Source: an optimization exercise on an open RTL-to-GDS flow (aim: small area). Production flows keep margins and buffers that such runs may drop.
RTL that was checked went through simulation tests only; none was proved equivalent to the original.
Power figures rest on the tool's default switching activity, not on a simulated workload.

==> harbor <==
Design victim_writeback_buffer, start of the top module:
module victim_writeback_buffer #(
  parameter int DEPTH   = 4,
  parameter int ADDR_W  = 50,
  parameter int BLOCK_W = 512
) (
  input  logic                     clk,
  input  logic                     reset,
  input  logic                     evict_valid,
  input  logic [ADDR_W-1:0]        evict_addr,
  input  logic [BLOCK_W-1:0]       evict_block,
  output logic                     evict_ready,
  output logic                     mem_valid,
  output logic [ADDR_W-1:0]        mem_addr,
  output logic [BLOCK_W-1:0]       mem_block,
  input  logic                     mem_ready,
  input  logic                     snoop_en,
  input  logic [ADDR_W-1:0]        snoop_addr,
  output logic                     snoop_hit,
  output logic [BLOCK_W-1:0]       snoop_block,
  output logic [$clog2(DEPTH):0]   count,
  output logic                     full,
  output logic                     empty
);
  localparam int PTR_W = $clog2(DEPTH);
  localparam int CNT_W = PTR_W + 1;
  logic [ADDR_W-1:0]  addr_q  [DEPTH];
  logic [BLOCK_W-1:0] block_q [DEPTH];
  logic [DEPTH-1:0]   valid_q;             
  logic [PTR_W-1:0]   ord_q   [DEPTH];     
  logic [CNT_W-1:0]   count_q;
  logic [DEPTH-1:0]   ssel_q;              
  logic [DEPTH-1:0]   head_q;              
  logic               push_en, pop_en, coalesce, alloc;
  logic [DEPTH-1:0]   evict_match, snoop_match, head_oh, free_oh;
  logic [PTR_W-1:0]   match_idx, free_idx;
  logic [PTR_W-1:0]   ord_m [DEPTH];
  logic [PTR_W-1:0]   ord_n [DEPTH];
  logic [CNT_W-1:0]   app_pos;
  assign full    = (count_q == CNT_W'(DEPTH));
  assign empty   = (count_q == '0);
  ...
==> module victim_writeback_buffer, before the edit <==
module victim_writeback_buffer #(
  parameter int DEPTH   = 4,
  parameter int ADDR_W  = 50,
  parameter int BLOCK_W = 512
) (
  input  logic                     clk,
  input  logic                     reset,
  input  logic                     evict_valid,
  input  logic [ADDR_W-1:0]        evict_addr,
  input  logic [BLOCK_W-1:0]       evict_block,
  output logic                     evict_ready,
  output logic                     mem_valid,
  output logic [ADDR_W-1:0]        mem_addr,
  output logic [BLOCK_W-1:0]       mem_block,
  input  logic                     mem_ready,
  input  logic                     snoop_en,
  input  logic [ADDR_W-1:0]        snoop_addr,
  output logic                     snoop_hit,
  output logic [BLOCK_W-1:0]       snoop_block,
  output logic [$clog2(DEPTH):0]   count,
  output logic                     full,
  output logic                     empty
);
  localparam int PTR_W = $clog2(DEPTH);
  localparam int CNT_W = PTR_W + 1;
  logic [ADDR_W-1:0]  addr_q  [DEPTH];
  logic [BLOCK_W-1:0] block_q [DEPTH];
  logic [DEPTH-1:0]   valid_q;             
  logic [PTR_W-1:0]   ord_q   [DEPTH];     
  logic [CNT_W-1:0]   count_q;
  logic [DEPTH-1:0]   ssel_q;              
  logic [DEPTH-1:0]   head_q;              
  logic               push_en, pop_en, coalesce, alloc;
  logic [DEPTH-1:0]   evict_match, snoop_match, head_oh, free_oh;
  logic [PTR_W-1:0]   match_idx, free_idx;
  logic [PTR_W-1:0]   ord_m [DEPTH];
  logic [PTR_W-1:0]   ord_n [DEPTH];
  logic [CNT_W-1:0]   app_pos;
  assign full    = (count_q == CNT_W'(DEPTH));
  assign empty   = (count_q == '0);
  assign pop_en  = !empty && mem_ready;
  assign push_en = evict_valid && !full;
  assign alloc   = push_en && !coalesce;
  assign head_oh = head_q;
  assign evict_ready = !full;
  assign mem_valid   = !empty;
  assign count       = count_q;
  assign snoop_hit   = |ssel_q;
  always_comb begin
    mem_addr    = '0;
    mem_block   = '0;
    snoop_block = '0;
    for (int i = 0; i < DEPTH; i++) begin
      if (head_oh[i]) begin
        mem_addr  = mem_addr  | addr_q[i];
        mem_block = mem_block | block_q[i];
      end
      if (ssel_q[i]) snoop_block = snoop_block | block_q[i];
    end
  end
  always_comb begin
    coalesce  = 1'b0;
    match_idx = '0;
    free_idx  = '0;
    free_oh   = '0;
    for (int i = DEPTH - 1; i >= 0; i--) begin
      evict_match[i] = push_en && valid_q[i] && (addr_q[i] == evict_addr) &&
                       !(pop_en && head_oh[i]);
      snoop_match[i] = valid_q[i] && (addr_q[i] == snoop_addr);
      if (evict_match[i]) begin
        coalesce  = 1'b1;
        match_idx = PTR_W'(i);
      end
      if (!valid_q[i]) free_idx = PTR_W'(i);
    end
    for (int i = 0; i < DEPTH; i++) free_oh[i] = (free_idx == PTR_W'(i));
  end
  always_comb begin
    app_pos = count_q - CNT_W'(pop_en);
    for (int j = 0; j < DEPTH; j++)
      ord_m[j] = (coalesce && ord_q[j] == match_idx) ? free_idx : ord_q[j];
    for (int j = 0; j < DEPTH; j++) begin
      if (pop_en && j < DEPTH - 1) ord_n[j] = ord_m[j+1];
      else                         ord_n[j] = ord_m[j];
      if (alloc && app_pos == CNT_W'(j)) ord_n[j] = free_idx;
    end
  end
  always_ff @(posedge clk) begin
    for (int i = 0; i < DEPTH; i++) begin
      if (!reset && push_en && free_oh[i]) begin
        addr_q[i]  <= evict_addr;
        block_q[i] <= evict_block;
      end
    end
  end
  always_ff @(posedge clk) begin
    for (int j = 0; j < DEPTH; j++) ord_q[j] <= ord_n[j];
    for (int i = 0; i < DEPTH; i++) head_q[i] <= (ord_n[0] == PTR_W'(i));
  end
  always_ff @(posedge clk) begin
    if (reset) begin
      valid_q <= '0;
      count_q <= '0;
      ssel_q  <= '0;
    end else begin
      ssel_q <= snoop_en ? snoop_match : '0;
      for (int i = 0; i < DEPTH; i++) begin
        if ((pop_en && head_oh[i]) || (coalesce && match_idx == PTR_W'(i)))
          valid_q[i] <= 1'b0;
        if (push_en && free_oh[i])
          valid_q[i] <= 1'b1;
      end
      if (alloc && !pop_en)      count_q <= count_q + CNT_W'(1);
      else if (!alloc && pop_en) count_q <= count_q - CNT_W'(1);
    end
  end
endmodule
Settings: LEC_CHECK=0, CAP_MARGIN=20, CORE_MARGIN=2, CORE_UTILIZATION=40, SLEW_MARGIN=20; clock period 5.0 ns.
run.sh (not shown) runs the stock make flow with config.mk's settings and CLKGATE_MAP_FILE= SYNTH_SCRIPT=/design/flow/synth_recipe.tcl, a recipe that flattens the netlist after the stock synthesis.
==> juniper (differences from harbor) <==
--- a/flow/design.v
+++ b/flow/design.v
@@ -88,5 +88,5 @@
   always_ff @(posedge clk) begin
     for (int i = 0; i < DEPTH; i++) begin
-      if (!reset && push_en && free_oh[i]) begin
+      if (!valid_q[i]) begin
         addr_q[i]  <= evict_addr;
         block_q[i] <= evict_block;
==> flow/flow/run.sh (new file) <==
#!/bin/bash
# Standard ORFS layout with two changes: port buffers use the smallest buffer
# cell, the clock tree uses clkbuf_8 sink clusters without dummy loads, and
# pins may sit on adjacent routing tracks so a denser die still fits them.
set -euo pipefail
bash standard.sh \
  "BUFFER_PORTS_ARGS=-buffer_cell sky130_fd_sc_hd__buf_1" \
  "CTS_ARGS=-sink_clustering_enable -repair_clock_nets -dont_use_dummy_load -buf_list {sky130_fd_sc_hd__clkbuf_4 sky130_fd_sc_hd__clkbuf_8} -sink_clustering_size 30 -sink_clustering_max_diameter 80" \
  "PLACE_PINS_ARGS=-min_distance 1 -min_distance_in_tracks" \
  finish > flow_make.log 2>&1
==> flow/standard.sh (new file) <==
#!/bin/bash
# synth_recipe.tcl (not shown) runs the flow's synth.tcl, then flattens the netlist and writes it again
# the make line also repeats each setting of config.mk as NAME=value (left out here)
make -C /OpenROAD-flow-scripts/flow DESIGN_CONFIG=/design/flow/config.mk WORK_HOME=/design/flow/orfs CLKGATE_MAP_FILE= SYNTH_SCRIPT=/design/flow/synth_recipe.tcl "${@:-finish}"
CORE_UTILIZATION = 65   (was 40)
removed: flow/run.sh
==> nickel (differences from harbor) <==
==> flow/design.v (replaced) <==
module victim_writeback_buffer #(
  parameter int DEPTH   = 4,
  parameter int ADDR_W  = 50,
  parameter int BLOCK_W = 512
) (
  input  logic                     clk,
  input  logic                     reset,
  input  logic                     evict_valid,
  input  logic [ADDR_W-1:0]        evict_addr,
  input  logic [BLOCK_W-1:0]       evict_block,
  output logic                     evict_ready,
  output logic                     mem_valid,
  output logic [ADDR_W-1:0]        mem_addr,
  output logic [BLOCK_W-1:0]       mem_block,
  input  logic                     mem_ready,
  input  logic                     snoop_en,
  input  logic [ADDR_W-1:0]        snoop_addr,
  output logic                     snoop_hit,
  output logic [BLOCK_W-1:0]       snoop_block,
  output logic [$clog2(DEPTH):0]   count,
  output logic                     full,
  output logic                     empty
);
  localparam int PTR_W = $clog2(DEPTH);
  localparam int CNT_W = PTR_W + 1;
  logic [ADDR_W-1:0]  addr_q  [DEPTH];
  logic [BLOCK_W-1:0] block_q [DEPTH];
  logic [DEPTH-1:0]   valid_q;
  logic [PTR_W-1:0]   head_q, tail_q;
  logic [CNT_W-1:0]   count_q;
  logic               snoop_hit_q;
  logic [BLOCK_W-1:0] snoop_block_q;
  logic               push_en, pop_en, coalesce, alloc;
  logic [DEPTH-1:0]   evict_match, snoop_match;
  logic [PTR_W-1:0]   match_idx;
  logic               snoop_any;
  logic [BLOCK_W-1:0] snoop_data;
  assign full    = (count_q == CNT_W'(DEPTH));
  assign empty   = (count_q == '0);
  assign pop_en  = !empty && mem_ready;
  assign push_en = evict_valid && !full;
  assign alloc   = push_en && !coalesce;
  assign evict_ready = !full;
  assign mem_valid   = !empty;
  assign mem_addr    = addr_q[head_q];
  assign mem_block   = block_q[head_q];
  assign count       = count_q;
  assign snoop_hit   = snoop_hit_q;
  assign snoop_block = snoop_block_q;
  always_comb begin
    coalesce   = 1'b0;
    match_idx  = '0;
    snoop_any  = 1'b0;
    snoop_data = '0;
    for (int i = 0; i < DEPTH; i++) begin
      evict_match[i] = valid_q[i] && (addr_q[i] == evict_addr) &&
                       !(pop_en && (head_q == PTR_W'(i)));
      snoop_match[i] = valid_q[i] && (addr_q[i] == snoop_addr);
      if (evict_match[i]) begin
        coalesce  = 1'b1;
        match_idx = PTR_W'(i);
      end
      if (snoop_match[i]) begin
        snoop_any  = 1'b1;
        snoop_data = snoop_data | block_q[i];
      end
    end
  end
  always_ff @(posedge clk) begin
    if (!reset && push_en) begin
      if (coalesce) begin
        block_q[match_idx] <= evict_block;
      end else begin
        addr_q[tail_q]  <= evict_addr;
        block_q[tail_q] <= evict_block;
      end
    end
  end
  always_ff @(posedge clk) begin
    if (reset) begin
      valid_q       <= '0;
      head_q        <= '0;
      tail_q        <= '0;
      count_q       <= '0;
      snoop_hit_q   <= 1'b0;
      snoop_block_q <= '0;
    end else begin
      snoop_hit_q   <= snoop_en && snoop_any;
      snoop_block_q <= snoop_en ? snoop_data : '0;
      if (pop_en) begin
        valid_q[head_q] <= 1'b0;
        head_q          <= head_q + PTR_W'(1);
      end
      if (alloc) begin
        valid_q[tail_q] <= 1'b1;
        tail_q          <= tail_q + PTR_W'(1);
      end
      if (alloc && !pop_en)      count_q <= count_q + CNT_W'(1);
      else if (!alloc && pop_en) count_q <= count_q - CNT_W'(1);
    end
  end
endmodule
==> parameters.txt <==
Parameter                              Value

Placement
  Placer congestion estimate ... 1.101
  Post-placement cell area ... 0.1189 mm2

STA
  Worst-case clock skew ... 0.1055 ns
  Maximum clock rate ... 204.2 MHz

Outcome
  Status ... no timing/DRC/antenna violations

Pwr
  Leakage power total ... 42.96 nW
(the above is from harbor)
==> parameters.txt <==
Parameter                              Value

Layout
  Top class by area ... registers
  Clock network contribution to total cell area ... 0.06970

Outcome
  Status ... no timing/DRC/antenna violations

Placement
  Placer congestion estimate ... 1.023

Pwr
  Leakage power total ... 45.00 nW

STA
  Worst-case clock skew ... 0.1296 ns
  Maximum clock rate ... 211.5 MHz
(the above is from nickel)
==> parameters.txt <==
Parameter                              Value

Floorplanning
  Initial Utilization ... 0.6546

Outcome
  Stopped at ... 5_1_grt
  Error that stopped the run ... [ERROR GRT-0116] Global routing finished with congestion. Check the congestion regions in the DRC Viewer.
  Status ... did not finish

Placement
  Placer congestion estimate ... 1.132
  Post-placement cell area ... 0.1055 mm2

Clock tree
  Inserted Clock Buffers ... 102
(the above is from juniper)
No functional check of the RTL was part of nickel.

==> port drivers added, routing unchanged <==
How much do the figures lean on ideal ports? The routed layouts below were timed once more, with nothing changed but the port constraints. Step 1 sets driving cells, clkbuf_16 on the clock port and buf_2 on the other inputs (assumed; they add their load-dependent delay and slew). Step 2, shift: input delay + t, output delay - t, t = (earliest + latest rising clock arrival at the registers) / 2. This alone moves slack from input paths to output paths. a / b / c = ideal ports / drivers / drivers and shift; a / b = the first two.
run	shift t [ns]	setup WS [ns]	worst setup path at the end
harbor	0.968	0.103 / -0.007 / -0.071	input to register
nickel	1.028	0.272 / 0.164 / -0.389	input to register
Met with ideal ports but missed after step 2: setup timing in harbor and nickel. For nickel, which loses most, drivers alone change the setup slack by -0.108 ns; drivers and shift together by -0.661 ns.
